Background: an optimization exercise with open tools, aiming at small area and few clock cycles per item. Do not read the settings as production practice.
The RTL was checked by simulation tests, not by an equivalence proof against the original design.
Power and IR drop assume default switching activity.

## build 52
// dot_top
module dot_top (
    input  logic        clk,
    input  logic        rst,
    input  dot_pkg::sample_vec_t a_data,
    input  logic        a_last,
    input  logic        a_valid,
    output logic        a_ready,
    input  dot_pkg::sample_vec_t b_data,
    input  logic        b_valid,
    output logic        b_ready,
    output dot_pkg::sum_t        out_data,
    output logic        out_last,
    output logic        out_valid,
    input  logic        out_ready
);
For scale: about 580 cells after synthesis, roughly 88 I/O pins.
Settings: LEC_CHECK=0, CAP_MARGIN=20, CORE_MARGIN=2, CORE_UTILIZATION=40, SLEW_MARGIN=20, SYNTH_HIERARCHICAL=1, SYNTH_MINIMUM_KEEP_SIZE=0; clock period 5.5 ns.
standard.sh (not shown) runs the stock make flow with config.mk's settings and CLKGATE_MAP_FILE= SYNTH_SCRIPT=/design/flow/synth_recipe.tcl, a recipe that flattens the netlist after the stock synthesis.
==> flow/flow/run.sh <==
#!/bin/bash
# The standard layout (the standard.sh, all of it), with two changes:
# the port buffers are the smallest buffer cell, and before floorplanning
# every combinational cell is set to its smallest drive strength
# (flow/downsize.tcl); the flow's repair steps size cells up where timing
# needs it. Every tool's output is in standard.log here and in ORFS's own
# logs under orfs/logs.
set -e
export BUFFER_PORTS_ARGS="-buffer_cell sky130_fd_sc_hd__buf_1"
export PRE_FLOORPLAN_TCL="$PWD/flow/downsize.tcl"
export GLOBAL_PLACEMENT_ARGS="-keep_resize_below_overflow 0"
export CTS_ARGS="-sink_clustering_enable -repair_clock_nets -root_buf sky130_fd_sc_hd__clkbuf_8 -buf_list sky130_fd_sc_hd__clkbuf_8 -dont_use_dummy_load"
bash standard.sh > standard.log 2>&1
==> flow/flow/downsize.tcl <==
# Run before floorplanning (PRE_FLOORPLAN_TCL): put every combinational cell
# in the smallest drive strength of its footprint. Floorplanning's timing
# repair and the later repair steps size up again where timing needs it.
set db [ord::get_db]
set block [ord::get_db_block]
set dont_use [split $::env(DONT_USE_CELLS)]
set swapped 0
foreach inst [$block getInsts] {
  set m [$inst getMaster]
  if { [$m isSequential] } { continue }
  set name [$m getName]
  if { ![regexp {^(sky130_fd_sc_hd__[a-z0-9]+)_([0-9]+)$} $name -> base drive] } { continue }
  set best $m
  foreach d {0 1 2} {
    set cand [$db findMaster ${base}_$d]
    if { $cand eq "NULL" } { continue }
    if { [lsearch -exact $dont_use ${base}_$d] >= 0 } { continue }
    if { [$cand getWidth] < [$best getWidth] } { set best $cand }
  }
  if { $best ne $m } {
    $inst swapMaster $best
    incr swapped
  }
}
puts "downsize.tcl: swapped $swapped cells to a smaller drive strength"
Testbench counts of build 52, summed over its fixed seeds: cycles 16,008, items 16,000.
Changes in build 45 relative to build 52:
- a change of CORE_UTILIZATION from 40 to 60
[summary]
Looking at build 52 and build 45, the number of nets with antenna violations after routing is a wash.
Looking at setup skew after layout, build 45 sits below build 52.
The required time of the critical path was comparable across build 52 and build 45.
Looking only at power share of the combinational group, and setting everything else aside, the lower value of build 52 and build 45 goes to build 45.
Going from build 52 to build 45, the die area was shrunk.
Build 45 finished every stage and its layout cleared the timing, design-rule and antenna checks.
Taking build 52 as the reference point, the worst setup slack of build 45 rises by 0.029 ns.
Summary of the comparison: design area is lower in build 45, relative to build 52.
From build 52 to build 45 the numbers moved as follows: number of standard-cell rows in the floorplan down 8, internal power decreased by 8.0 uW relative to the old numbers, number of signal-net inverters in the final layout ~0 delta.
What build 35 does differently from build 45 at the input level:
- changing CORE_UTILIZATION from 60 to 40
- setting GPL_TIMING_DRIVEN to 0 for the first time
diff --git a/flow/flow/run.sh b/flow/flow/run.sh
--- a/flow/flow/run.sh
+++ b/flow/flow/run.sh
@@ -10,4 +10,2 @@
 export PRE_FLOORPLAN_TCL="$PWD/flow/downsize.tcl"
-export GLOBAL_PLACEMENT_ARGS="-keep_resize_below_overflow 0"
-export CTS_ARGS="-sink_clustering_enable -repair_clock_nets -root_buf sky130_fd_sc_hd__clkbuf_8 -buf_list sky130_fd_sc_hd__clkbuf_8 -dont_use_dummy_load"
 bash standard.sh > standard.log 2>&1
==> comparison <==
Build 45 tops out at a higher clock frequency than build 35.
Minimum clock period after layout is lower on build 45
In the reports for build 35 and build 45, the smaller count of clock-buffer cells in the layout belongs to build 45.
Global-route usage (lower): build 35
Going from build 45 to build 35, power now sits higher; switching share of power fell 1.3 points.
Area: build 35 vs build 45 -> build 35 larger
Compared to build 45, the router laid down more metal wire for build 35.
Build 35 vs build 45: buffering overhead up in build 35
Input changes introduced in build 50 (baseline for comparison: build 35):
- GPL_TIMING_DRIVEN: 0 -> unset
diff --git a/flow/flow/run.sh b/flow/flow/run.sh
--- a/flow/flow/run.sh
+++ b/flow/flow/run.sh
@@ -10,2 +10,5 @@
 export PRE_FLOORPLAN_TCL="$PWD/flow/downsize.tcl"
+export GLOBAL_PLACEMENT_ARGS="-keep_resize_below_overflow 0"
+export CTS_ARGS="-sink_clustering_enable -repair_clock_nets -root_buf sky130_fd_sc_hd__clkbuf_8 -buf_list sky130_fd_sc_hd__clkbuf_8 -dont_use_dummy_load"
+export RECOVER_POWER=100
 bash standard.sh > standard.log 2>&1
First-pass GRT wire length: build 50 vs build 35 up 3.8%
Build 50 against build 35; via count of the first global-routing pass is up by a few percent.
Post-route total power, build 35 and build 50: lower on build 50
Going from build 35 to build 50, met3 usage moved up, sequential cell count level, minimum period implied by the final worst setup slack moved down.
Build 50 vs build 35: total length of routed wires up
[build 50] count of clock buffers in the final design fell 1 relative to build 35
Cmp build 50 vs build 35: detail-routed via count per cell higher in build 50

---

## v6
dot_top again, from the RTL that the note above started with.
export LEC_CHECK = 0
export CAP_MARGIN = 20
export CORE_MARGIN = 2
export CORE_UTILIZATION = 40
export SLEW_MARGIN = 20
export SYNTH_HIERARCHICAL = 1
export SYNTH_MINIMUM_KEEP_SIZE = 0
create_clock -name core_clock -period 5.5 [get_ports {clk}]
==> flow/flow/run.sh <==
#!/bin/bash
# The standard layout (the standard.sh, all of it), with two changes:
# the port buffers are the smallest buffer cell, and before floorplanning
# every combinational cell is set to its smallest drive strength
# (flow/downsize.tcl); the flow's repair steps size cells up where timing
# needs it. Every tool's output is in standard.log here and in ORFS's own
# logs under orfs/logs.
set -e
export BUFFER_PORTS_ARGS="-buffer_cell sky130_fd_sc_hd__buf_1"
export PRE_FLOORPLAN_TCL="$PWD/flow/downsize.tcl"
export GLOBAL_PLACEMENT_ARGS="-keep_resize_below_overflow 0"
bash standard.sh > standard.log 2>&1
Scripts as last shown in full above: flow/flow/downsize.tcl
In summary, v6 completed successfully, with a layout that passed the timing, design-rule and antenna checks.
Testbench counts of v6, summed over its fixed seeds: cycles 16,008, items 16,000.
Relative to v6, the following input files were edited for v7:
--- a/flow/flow/run.sh
+++ b/flow/flow/run.sh
@@ -10,3 +10,2 @@
 export PRE_FLOORPLAN_TCL="$PWD/flow/downsize.tcl"
-export GLOBAL_PLACEMENT_ARGS="-keep_resize_below_overflow 0"
 bash standard.sh > standard.log 2>&1
### Flow results
On number of buffers outside the clock class in the layout, the lower figure sits with v6, not v7.
Against v6, via count in v7 rose by a few percent.
v7 ends up with a power that is 0.018 mW lower than in v6.
On power share of the combinational group, v6 tracks v7 almost exactly.
Going from v6 to v7, post-layout instance area grows by about 2.2%.

-- static timing again, ports no longer ideal --
The results above use ideal ports. As a check the final layouts listed here were re-extracted and re-timed, cells and wires unchanged. Step 1: set_driving_cell puts a clkbuf_16 on clk and a buf_2 on each other input, an assumption about the parent block. Step 2 times the ports against the registers' clock, not the clock port: input delays grow and output delays shrink by t, the midpoint of the rising clock arrivals with the driver on. Three values: no drivers, after step 1, after step 2; two values: the first two.
run | shift t [ns] | setup WS [ns] | worst setup path at the end | worst data-port slew with drivers (ns)
build 52 | 0.283 | 0.201 / 0.203 / -0.080 | input to register | 0.04
build 45 | 0.288 | 0.230 / 0.228 / -0.061 | input to register | 0.03
build 35 | 0.286 | 0.194 / 0.198 / -0.088 | input to register | 0.04
build 50 | 0.283 | 0.204 / 0.207 / -0.076 | input to register | 0.04
v6 | 0.286 | 0.218 / 0.227 / -0.060 | input to register | 0.04
v7 | 0.287 | 0.487 / 0.492 / 0.205 | input to register | 0.04
With both steps, setup timing fails in 5 of these runs, where it was met with ideal ports. For build 45, which loses most, drivers alone change the setup slack by -0.002 ns; drivers and shift together by -0.291 ns.
